This is an optimization exercise on Yosys and OpenROAD, whose aim is small area and a short achievable clock period, not a production implementation.
Function was checked by simulation only, so behaviour that the tests miss may differ from the original.
Power figures rest on the tool's default switching activity, not on a simulated workload.

==> inputs of xenon <==
==> flow/design.v <==
package data_mem_responder_pkg;
    localparam logic [1:0] SZ_BYTE = 2'b00;
    localparam logic [1:0] SZ_HALF = 2'b01;
    localparam logic [1:0] SZ_WORD = 2'b10;
endpackage
module data_mem_responder_lane_align
(
    input  logic [31:0] word,
    input  logic [1:0]  addr,
    input  logic [1:0]  size,
    input  logic        sign_ext,
    input  logic        zero,
    output logic [31:0] load_ext
);
    logic [7:0] b0;
    logic [7:0] b1;
    logic       sgn;
    logic       is_byte;
    logic       is_word;
    always_comb begin
        is_byte = (size == 2'b00);
        is_word = (size == 2'b10);
        unique case (addr)
            2'b00: b0 = word[7:0];
            2'b01: b0 = word[15:8];
            2'b10: b0 = word[23:16];
            default: b0 = word[31:24];
        endcase
        b1  = addr[1] ? word[31:24] : word[15:8];
        sgn = sign_ext & (is_byte ? b0[7] : b1[7]);
        if (zero) begin
            load_ext = 32'h0;
        end else if (is_word) begin
            load_ext = word;
        end else if (is_byte) begin
            load_ext = {{24{sgn}}, b0};
        end else begin
            load_ext = {{16{sgn}}, b1, b0};
        end
    end
endmodule
module dmr_wport (
    input  logic [7:0] d,
    input  logic [7:0] p,
    input  logic       s,
    input  logic       sn,
    output logic [7:0] y
);
    assign y = ~((d | {8{sn}}) & (p | {8{s}}));
endmodule
module dmr_aoi222 (
    input  logic a0, b0, a1, b1, a2, b2,
    output logic y
);
    assign y = ~((a0 & b0) | (a1 & b1) | (a2 & b2));
endmodule
module dmr_aoi22 (
    input  logic a0, b0, a1, b1,
    output logic y
);
    assign y = ~((a0 & b0) | (a1 & b1));
endmodule
module dmr_nand4 (
    input  logic a, b, c, d,
    output logic y
);
    assign y = ~(a & b & c & d);
endmodule
module dmr_nand3 (
    input  logic a, b, c,
    output logic y
);
    assign y = ~(a & b & c);
endmodule
module dmr_nor3 (
    input  logic a, b, c,
    output logic y
);
    assign y = ~(a | b | c);
endmodule
module dmr_hold #(
    parameter int W = 1
) (
    input  logic [W-1:0] a,
    input  logic         sa,
    input  logic [W-1:0] b,
    input  logic         sb,
    input  logic [W-1:0] q,
    output logic [W-1:0] y
);
    assign y = sa ? a : (sb ? b : q);
endmodule
module data_mem_responder (
    input  logic        clk,
    input  logic        reset,
    input  logic        req_valid,
    output logic        req_ready,
    input  logic        req_write,
    input  logic [1:0]  req_size,
    input  logic        req_signed,
    input  logic [7:0]  req_addr,
    input  logic [31:0] req_wdata,
    output logic        rsp_valid,
    input  logic        rsp_ready,
    output logic [31:0] rsp_rdata,
    output logic        rsp_err
);
    logic        lat_write;
    logic [1:0]  lat_size;
    logic        lat_signed;
    logic [7:0]  lat_addr;
    logic [31:0] lat_wdata;
    logic        cap_first;      
    logic        cap_inv;        
    logic        ph1, ph2, ph3;
    logic        idle;
    logic        rvld;
    logic [2:0]  t;
    logic        pend;
    logic [31:0] sdata;
    logic [3:0]  smask;
    logic [3:0]  sring;
    logic [1:0]  sslot;
    logic [3:0]  wmask;
    logic        wpol;
    logic        fwd;            
    logic [31:0] q0 [16];
    logic [31:0] q1 [16];
    logic [31:0] q2 [16];
    logic [31:0] q3 [16];
    logic        misaligned;
    logic        cap;
    logic        wr_now;
    logic        commit;
    logic [31:0] lane_data;
    logic [3:0]  lane_mask;
    logic [31:0] load_ext;
    always_comb begin
        unique case (lat_size)
            data_mem_responder_pkg::SZ_BYTE: misaligned = 1'b0;
            data_mem_responder_pkg::SZ_HALF: misaligned = lat_addr[0];
            data_mem_responder_pkg::SZ_WORD: misaligned = (lat_addr[1:0] != 2'b00);
            default: misaligned = 1'b1;
        endcase
    end
    logic [2:0]  u0;
    logic [2:0]  uc;
    logic [31:0] oh;
    logic [31:0] oh_d;
    logic [31:0] tap_n;
    assign u0 = 3'(req_addr[3:2]) + t + 3'd1;
    assign uc = u0 + 3'(u0[0]);
    always_comb begin
        for (int i = 0; i < 32; i++) oh_d[i] = ({req_addr[7:4], uc[1]} == 5'(i));
    end
    logic [31:0] tp [32];
    always_comb begin
        for (int r = 0; r < 16; r++) begin
            tp[2*r]   = q0[r];
            tp[2*r+1] = q2[r];
        end
    end
    for (genvar j = 0; j < 32; j++) begin : g_rd
        logic [10:0] g;
        logic [2:0]  h;
        for (genvar k = 0; k < 10; k++) begin : g_a
            dmr_aoi222 u_a (
                .a0(tp[3*k][j]),   .b0(oh[3*k]),
                .a1(tp[3*k+1][j]), .b1(oh[3*k+1]),
                .a2(tp[3*k+2][j]), .b2(oh[3*k+2]),
                .y (g[k])
            );
        end
        dmr_aoi22 u_b (.a0(tp[30][j]), .b0(oh[30]), .a1(tp[31][j]), .b1(oh[31]), .y(g[10]));
        dmr_nand4 u_h0 (.a(g[0]), .b(g[1]), .c(g[2]),  .d(g[3]), .y(h[0]));
        dmr_nand4 u_h1 (.a(g[4]), .b(g[5]), .c(g[6]),  .d(g[7]), .y(h[1]));
        dmr_nand3 u_h2 (.a(g[8]), .b(g[9]), .c(g[10]),           .y(h[2]));
        dmr_nor3  u_o  (.a(h[0]), .b(h[1]), .c(h[2]), .y(tap_n[j]));
    end
    assign cap    = ((ph1 & cap_first) | (ph2 & ~cap_first)) & ~lat_write;
    assign commit = ph3 & ~reset & lat_write & ~misaligned;
    assign wr_now = |wmask;
    always_comb begin
        lane_data[7:0]   = lat_wdata[7:0];
        lane_data[15:8]  = (lat_size == data_mem_responder_pkg::SZ_BYTE) ? lat_wdata[7:0] : lat_wdata[15:8];
        lane_data[23:16] = (lat_size == data_mem_responder_pkg::SZ_WORD) ? lat_wdata[23:16] : lat_wdata[7:0];
        lane_data[31:24] = (lat_size == data_mem_responder_pkg::SZ_WORD) ? lat_wdata[31:24] :
                           (lat_size == data_mem_responder_pkg::SZ_HALF) ? lat_wdata[15:8] : lat_wdata[7:0];
        unique case (lat_size)
            data_mem_responder_pkg::SZ_BYTE: lane_mask = 4'b0001 << lat_addr[1:0];
            data_mem_responder_pkg::SZ_HALF: lane_mask = lat_addr[1] ? 4'b1100 : 4'b0011;
            default:                         lane_mask = 4'b1111;
        endcase
    end
    logic [31:0] word;
    always_comb begin
        word = lat_wdata ^ {32{cap_inv}};
        for (int b = 0; b < 4; b++) begin
            if (fwd && smask[b]) word[8*b +: 8] = sdata[8*b +: 8];
        end
    end
    data_mem_responder_lane_align u_lane_align (
        .word     (word),
        .addr     (lat_addr[1:0]),
        .size     (lat_size),
        .sign_ext (lat_signed),
        .zero     (lat_write | misaligned),
        .load_ext (load_ext)
    );
    always_ff @(posedge clk) begin
        if (reset) begin
            idle      <= 1'b1;
            rvld      <= 1'b0;
            req_ready <= 1'b1;
            rsp_valid <= 1'b0;
            ph1       <= 1'b0;
            ph2       <= 1'b0;
            ph3       <= 1'b0;
        end else begin
            idle      <= (idle & ~req_valid) | (rvld & rsp_ready);
            rvld      <= ph3 | (rvld & ~rsp_ready);
            req_ready <= (req_ready & ~req_valid) | (rsp_valid & rsp_ready);
            rsp_valid <= ph3 | (rsp_valid & ~rsp_ready);
            ph1       <= idle & req_valid;
            ph2       <= ph1;
            ph3       <= ph2;
        end
    end
    logic       pend_n;
    logic [1:0] slot_n;
    logic [3:0] mask_n;
    logic [2:0] uw;
    assign pend_n = (pend & ~wr_now) | commit;
    assign slot_n = commit ? lat_addr[3:2] : sslot;
    assign mask_n = commit ? lane_mask : smask;
    assign uw     = 3'(slot_n) + t + 3'd1;
    always_ff @(posedge clk) begin
        pend  <= pend_n;
        wmask <= {4{pend_n & (uw[1:0] == 2'd3)}} & mask_n;
        wpol  <= ~(uw[2] ^ (uw[1:0] == 2'd3));
        t     <= t + 3'd1;
        if (commit) begin
            sdata <= lane_data;
            smask <= lane_mask;
            sring <= lat_addr[7:4];
            sslot <= lat_addr[3:2];
        end
    end
    always_ff @(posedge clk) begin
        rsp_rdata <= load_ext;
        rsp_err   <= misaligned;
    end
    always_ff @(posedge clk) begin
        if (idle) begin
            cap_first  <= ~u0[0];
            cap_inv    <= ~uc[2];        
            fwd        <= 1'b0;
            lat_write  <= req_write;
            lat_size   <= req_size;
            lat_signed <= req_signed;
            lat_addr   <= req_addr;
        end else if (cap) begin
            fwd        <= pend & (sring == lat_addr[7:4]) & (sslot == lat_addr[3:2]);
        end
    end
    logic [31:0] oh_nxt;
    logic [31:0] wdata_nxt;
    dmr_hold #(.W(32)) u_oh_nxt (
        .a(oh_d), .sa(idle), .b(oh_d), .sb(1'b0), .q(oh), .y(oh_nxt)
    );
    dmr_hold #(.W(32)) u_wdata_nxt (
        .a(tap_n), .sa(cap), .b(req_wdata), .sb(idle), .q(lat_wdata), .y(wdata_nxt)
    );
    always_ff @(posedge clk) begin
        oh        <= oh_nxt;
        lat_wdata <= wdata_nxt;
    end
    logic [31:0] wdat;
    logic [15:0] wring;
    assign wdat = sdata ^ {32{wpol}};
    always_comb begin
        for (int r = 0; r < 16; r++) wring[r] = (sring == 4'(r));
    end
    for (genvar r = 0; r < 16; r++) begin : g_ring
        for (genvar b = 0; b < 4; b++) begin : g_lane
            logic       s;
            logic [7:0] nxt;
            assign s = wring[r] & wmask[b];
            dmr_wport u_w (
                .d (wdat[8*b +: 8]),
                .p (q3[r][8*b +: 8]),
                .s (s),
                .sn(~s),
                .y (nxt)
            );
            always_ff @(posedge clk) begin
                q0[r][8*b +: 8] <= nxt;
            end
        end
        always_ff @(posedge clk) begin
            q1[r] <= q0[r];
            q2[r] <= q1[r];
            q3[r] <= q2[r];
        end
    end
endmodule
==> flow/flow/run.sh <==
#!/bin/bash
# Own layout flow: the standard flow (standard.sh, which runs the standard
# synthesis unchanged) with these changes:
#  - pre_floorplan.tcl, run right after the synthesized netlist is loaded, sets
#    the single-gate modules' cells (memory write ports, load taps) back to drive
#    strength 1; Yosys/ABC upsizes each such module as if it were critical.
#    Timing repair later upsizes any that need it.
#  - the buffers ABC inserted are removed at floorplan (REMOVE_ABC_BUFFERS);
#    repair_design buffers high-fanout nets again as placement requires.
#  - port buffers are plain buffers (buf_2) instead of the delay cell that
#    buffer_ports otherwise picks.
#  - io.tcl puts all pins on the top edge (IO_CONSTRAINTS).
# The make output goes to orfs_make.log here; each ORFS step logs under orfs/logs.
set -euo pipefail
here=$(pwd)
bash standard.sh finish \
  PRE_FLOORPLAN_TCL="$here/flow/pre_floorplan.tcl" \
  REMOVE_ABC_BUFFERS=1 \
  IO_CONSTRAINTS="$here/flow/io.tcl" \
  "BUFFER_PORTS_ARGS=-buffer_cell sky130_fd_sc_hd__buf_2" \
  > "$here/orfs_make.log" 2>&1
==> flow/flow/io.tcl <==
# Pin constraints (sourced by ORFS floorplan.tcl through IO_CONSTRAINTS): all
# ports on the top edge, so the request latch, the response registers and the
# control sit together near their pins instead of in the middle of the die.
set_io_pin_constraint -pin_names [concat [get_ports req_*] [get_ports rsp_*] [get_ports reset] [get_ports clk]] -region top:*
==> flow/flow/pre_floorplan.tcl <==
# Runs inside ORFS floorplan.tcl right after the synthesized netlist is loaded.
# Yosys/ABC maps each single-gate module on its own and upsizes it as if it were
# critical; put those gates (the memory write ports and load taps) back to drive
# strength 1. Timing repair later upsizes any that need it.
set db [ord::get_db]
set block [ord::get_db_block]
set n 0
foreach inst [$block getInsts] {
  set m [[$inst getMaster] getName]
  if { [regexp {^(sky130_fd_sc_hd__(o22ai|a22oi))_[248]$} $m -> base] } {
    set small [$db findMaster ${base}_1]
    if { $small != "NULL" } {
      $inst swapMaster $small
      incr n
    }
  }
}
puts "pre_floorplan: set $n cells to drive strength 1"
==> flow/standard.sh <==
#!/bin/bash
# synth_recipe.tcl (not shown) runs the flow's synth.tcl, then flattens the netlist and writes it again
# the make line also repeats each setting of config.mk as NAME=value (left out here)
make -C /OpenROAD-flow-scripts/flow DESIGN_CONFIG=/design/flow/config.mk WORK_HOME=/design/flow/orfs CLKGATE_MAP_FILE= SYNTH_SCRIPT=/design/flow/synth_recipe.tcl "${@:-finish}"
==> flow/config.mk <==
export PLATFORM = sky130hd
export DESIGN_NAME = data_mem_responder
export DESIGN_NICKNAME = data_mem_responder
export VERILOG_FILES = /design/flow/design.v
export SDC_FILE = /design/flow/constraint.sdc
export NUM_CORES = 4
export LEC_CHECK = 0
export CAP_MARGIN = 20
export CORE_MARGIN = 2
export CORE_UTILIZATION = 55
export CTS_CLUSTER_DIAMETER = 90
export CTS_CLUSTER_SIZE = 25
export SETUP_SLACK_MARGIN = 3.2
export SLEW_MARGIN = 20
export SYNTH_HIERARCHICAL = 1
==> flow/constraint.sdc <==
create_clock -name core_clock -period 5.5 [get_ports {clk}]
set_input_delay 1.1000 -clock core_clock [delete_from_list [all_inputs] [get_ports {clk}]]
set_output_delay 1.1000 -clock core_clock [all_outputs]
set_load 0.01 [all_outputs]
==> onyx (differences from xenon) <==
--- a/flow/design.v
+++ b/flow/design.v
@@ -109,28 +109,18 @@
     logic [1:0]  lat_size;
     logic        lat_signed;
-    logic [7:0]  lat_addr;
+    logic [2:0]  lat_addr;
     logic [31:0] lat_wdata;
-    logic        cap_first;      
-    logic        cap_inv;        
     logic        ph1, ph2, ph3;
-    logic        idle;
-    logic        rvld;
-    logic [2:0]  t;
     logic        pend;
-    logic [31:0] sdata;
-    logic [3:0]  smask;
-    logic [3:0]  sring;
-    logic [1:0]  sslot;
-    logic [3:0]  wmask;
-    logic        wpol;
-    logic        fwd;            
-    logic [31:0] q0 [16];
-    logic [31:0] q1 [16];
-    logic [31:0] q2 [16];
-    logic [31:0] q3 [16];
+    logic [1:0]  ph;
+    logic        rot;
+    logic        cap_inv;
+    logic [31:0] p0 [32];
+    logic [31:0] p1 [32];
     logic        misaligned;
     logic        cap;
     logic        wr_now;
     logic        commit;
+    logic [3:0]  wmask;
     logic [31:0] lane_data;
     logic [3:0]  lane_mask;
@@ -144,20 +134,10 @@
         endcase
     end
-    logic [2:0]  u0;
-    logic [2:0]  uc;
+    assign rot    = ph[0];
     logic [31:0] oh;
     logic [31:0] oh_d;
     logic [31:0] tap_n;
-    assign u0 = 3'(req_addr[3:2]) + t + 3'd1;
-    assign uc = u0 + 3'(u0[0]);
-    always_comb begin
-        for (int i = 0; i < 32; i++) oh_d[i] = ({req_addr[7:4], uc[1]} == 5'(i));
-    end
-    logic [31:0] tp [32];
-    always_comb begin
-        for (int r = 0; r < 16; r++) begin
-            tp[2*r]   = q0[r];
-            tp[2*r+1] = q2[r];
-        end
+    always_comb begin
+        for (int i = 0; i < 32; i++) oh_d[i] = (req_addr[7:3] == 5'(i));
     end
     for (genvar j = 0; j < 32; j++) begin : g_rd
@@ -166,11 +146,11 @@
         for (genvar k = 0; k < 10; k++) begin : g_a
             dmr_aoi222 u_a (
-                .a0(tp[3*k][j]),   .b0(oh[3*k]),
-                .a1(tp[3*k+1][j]), .b1(oh[3*k+1]),
-                .a2(tp[3*k+2][j]), .b2(oh[3*k+2]),
+                .a0(p0[3*k][j]),   .b0(oh[3*k]),
+                .a1(p0[3*k+1][j]), .b1(oh[3*k+1]),
+                .a2(p0[3*k+2][j]), .b2(oh[3*k+2]),
                 .y (g[k])
             );
         end
-        dmr_aoi22 u_b (.a0(tp[30][j]), .b0(oh[30]), .a1(tp[31][j]), .b1(oh[31]), .y(g[10]));
+        dmr_aoi22 u_b (.a0(p0[30][j]), .b0(oh[30]), .a1(p0[31][j]), .b1(oh[31]), .y(g[10]));
         dmr_nand4 u_h0 (.a(g[0]), .b(g[1]), .c(g[2]),  .d(g[3]), .y(h[0]));
         dmr_nand4 u_h1 (.a(g[4]), .b(g[5]), .c(g[6]),  .d(g[7]), .y(h[1]));
@@ -178,5 +158,5 @@
         dmr_nor3  u_o  (.a(h[0]), .b(h[1]), .c(h[2]), .y(tap_n[j]));
     end
-    assign cap    = ((ph1 & cap_first) | (ph2 & ~cap_first)) & ~lat_write;
+    assign cap    = (ph1 | ph2) & ~lat_write & (rot == lat_addr[2]);
     assign commit = ph3 & ~reset & lat_write & ~misaligned;
     assign wr_now = |wmask;
@@ -193,13 +173,6 @@
         endcase
     end
-    logic [31:0] word;
-    always_comb begin
-        word = lat_wdata ^ {32{cap_inv}};
-        for (int b = 0; b < 4; b++) begin
-            if (fwd && smask[b]) word[8*b +: 8] = sdata[8*b +: 8];
-        end
-    end
     data_mem_responder_lane_align u_lane_align (
-        .word     (word),
+        .word     (lat_wdata ^ {32{cap_inv}}),
         .addr     (lat_addr[1:0]),
         .size     (lat_size),
@@ -208,4 +181,6 @@
         .load_ext (load_ext)
     );
+    logic idle;
+    logic rvld;
     always_ff @(posedge clk) begin
         if (reset) begin
@@ -227,23 +202,8 @@
         end
     end
-    logic       pend_n;
-    logic [1:0] slot_n;
-    logic [3:0] mask_n;
-    logic [2:0] uw;
-    assign pend_n = (pend & ~wr_now) | commit;
-    assign slot_n = commit ? lat_addr[3:2] : sslot;
-    assign mask_n = commit ? lane_mask : smask;
-    assign uw     = 3'(slot_n) + t + 3'd1;
-    always_ff @(posedge clk) begin
-        pend  <= pend_n;
-        wmask <= {4{pend_n & (uw[1:0] == 2'd3)}} & mask_n;
-        wpol  <= ~(uw[2] ^ (uw[1:0] == 2'd3));
-        t     <= t + 3'd1;
-        if (commit) begin
-            sdata <= lane_data;
-            smask <= lane_mask;
-            sring <= lat_addr[7:4];
-            sslot <= lat_addr[3:2];
-        end
+    always_ff @(posedge clk) begin
+        pend  <= (pend & ~wr_now) | commit;
+        wmask <= {4{(commit & (rot == lat_addr[2])) | (pend & ~wr_now)}} & lane_mask;
+        ph   <= ph + 2'd1;
     end
     always_ff @(posedge clk) begin
@@ -253,13 +213,11 @@
     always_ff @(posedge clk) begin
         if (idle) begin
-            cap_first  <= ~u0[0];
-            cap_inv    <= ~uc[2];        
-            fwd        <= 1'b0;
+            cap_inv    <= 1'b0;
             lat_write  <= req_write;
             lat_size   <= req_size;
             lat_signed <= req_signed;
-            lat_addr   <= req_addr;
+            lat_addr   <= req_addr[2:0];
         end else if (cap) begin
-            fwd        <= pend & (sring == lat_addr[7:4]) & (sslot == lat_addr[3:2]);
+            cap_inv    <= ~(ph[1] ^ ph[0]);    
         end
     end
@@ -277,17 +235,13 @@
     end
     logic [31:0] wdat;
-    logic [15:0] wring;
-    assign wdat = sdata ^ {32{wpol}};
-    always_comb begin
-        for (int r = 0; r < 16; r++) wring[r] = (sring == 4'(r));
-    end
-    for (genvar r = 0; r < 16; r++) begin : g_ring
+    assign wdat = lane_data ^ {32{ph[1]}};
+    for (genvar i = 0; i < 32; i++) begin : g_ring
         for (genvar b = 0; b < 4; b++) begin : g_lane
             logic       s;
             logic [7:0] nxt;
-            assign s = wring[r] & wmask[b];
+            assign s = oh[i] & wmask[b];
             dmr_wport u_w (
                 .d (wdat[8*b +: 8]),
-                .p (q3[r][8*b +: 8]),
+                .p (p1[i][8*b +: 8]),
                 .s (s),
                 .sn(~s),
@@ -295,12 +249,10 @@
             );
             always_ff @(posedge clk) begin
-                q0[r][8*b +: 8] <= nxt;
+                p0[i][8*b +: 8] <= nxt;
             end
         end
         always_ff @(posedge clk) begin
-            q1[r] <= q0[r];
-            q2[r] <= q1[r];
-            q3[r] <= q2[r];
-        end
-    end
-endmodule
+            p1[i] <= p0[i];
+        end
+    end
+endmodule
--- a/flow/flow/run.sh
+++ b/flow/flow/run.sh
@@ -10,5 +10,4 @@
 #  - port buffers are plain buffers (buf_2) instead of the delay cell that
 #    buffer_ports otherwise picks.
-#  - io.tcl puts all pins on the top edge (IO_CONSTRAINTS).
 # The make output goes to orfs_make.log here; each ORFS step logs under orfs/logs.
 set -euo pipefail
@@ -17,5 +16,4 @@
   PRE_FLOORPLAN_TCL="$here/flow/pre_floorplan.tcl" \
   REMOVE_ABC_BUFFERS=1 \
-  IO_CONSTRAINTS="$here/flow/io.tcl" \
   "BUFFER_PORTS_ARGS=-buffer_cell sky130_fd_sc_hd__buf_2" \
   > "$here/orfs_make.log" 2>&1
--- a/flow/config.mk
+++ b/flow/config.mk
@@ -11,5 +11,5 @@
 export CTS_CLUSTER_DIAMETER = 90
 export CTS_CLUSTER_SIZE = 25
-export SETUP_SLACK_MARGIN = 3.2
+export SETUP_SLACK_MARGIN = 3.0
 export SLEW_MARGIN = 20
 export SYNTH_HIERARCHICAL = 1
removed: flow/flow/io.tcl
==> run notes <==
Between onyx and xenon, the lower setup slack is in onyx (gap 160 ps).
onyx completed with no timing, DRC or antenna violations. xenon finished with timing, DRC and antenna clean.
Between onyx and xenon, the lower via count is in xenon (gap about 13%, measured against xenon).
Count of clock-buffer cells in the layout: xenon is higher than onyx (7).
Between xenon and onyx, the lower total power is in xenon (gap 3.7%, measured against onyx).
Against onyx, the sequential share of layout area of xenon is higher by 3.2 points.
Of onyx and xenon, onyx has the higher die area (gap 4.3%, measured against xenon).
==> figures <==
| item | xenon | onyx |
|---|---|---|
| Detailed router's first-iteration violation count | 4387 | 4459 |
| Worst slew slack as a fraction of its limit | 0.182 | 0.242 |
| Worst-case setup margin in the final layout | 3200 ps | 3040 ps |
| Initial core utilization | 0.557 | 0.554 |
| Outcome | complete, no violations | complete, no violations |
| Total area of sequential cells | 45000 um^2 | 43500 um^2 |
| Clock distribution power | 8.23 mW | 7.96 mW |
| Row count | 119 | 122 |
| Crit path buf inv count | 2 | 1 |
| Power Internal | 20.1 mW | 20.5 mW |
| Placed cell area | 60000 um^2 | 61800 um^2 |
| Maximum number of pins on one net before global-route repair | 91 | 82 |
| Core area | 106000 um^2 | 111000 um^2 |

[what the ideal ports hide]
The results above use ideal ports. As a check the final layouts listed here were re-extracted and re-timed, cells and wires unchanged. Step 1 sets driving cells, clkbuf_16 on the clock port and buf_2 on the other inputs (assumed; they add their load-dependent delay and slew). Step 2 moves the port delays by t, midway between the first and last clock arrival at a register: inputs arrive t later, outputs are due t later. That takes back most of the time a late clock gives input paths. Slacks: ideal ports / drivers / drivers and shift; pairs: ideal ports / drivers.
| run | shift t [ns] | setup slack, ns | clock arrival spread, ns | slew at the worst register clock pin (ns) |
|---|---|---|---|---|
| xenon | 0.790 | 3.204 / 3.132 / 2.550 | 0.030 / 0.030 | 0.10 / 0.10 |
| onyx | 0.776 | 3.042 / 2.971 / 3.082 | 0.027 / 0.027 | 0.11 / 0.11 |
After both steps setup and hold are still met in every run listed. The setup slack of xenon, which loses most, moves by -0.072 ns with the drivers and by -0.654 ns with both steps.
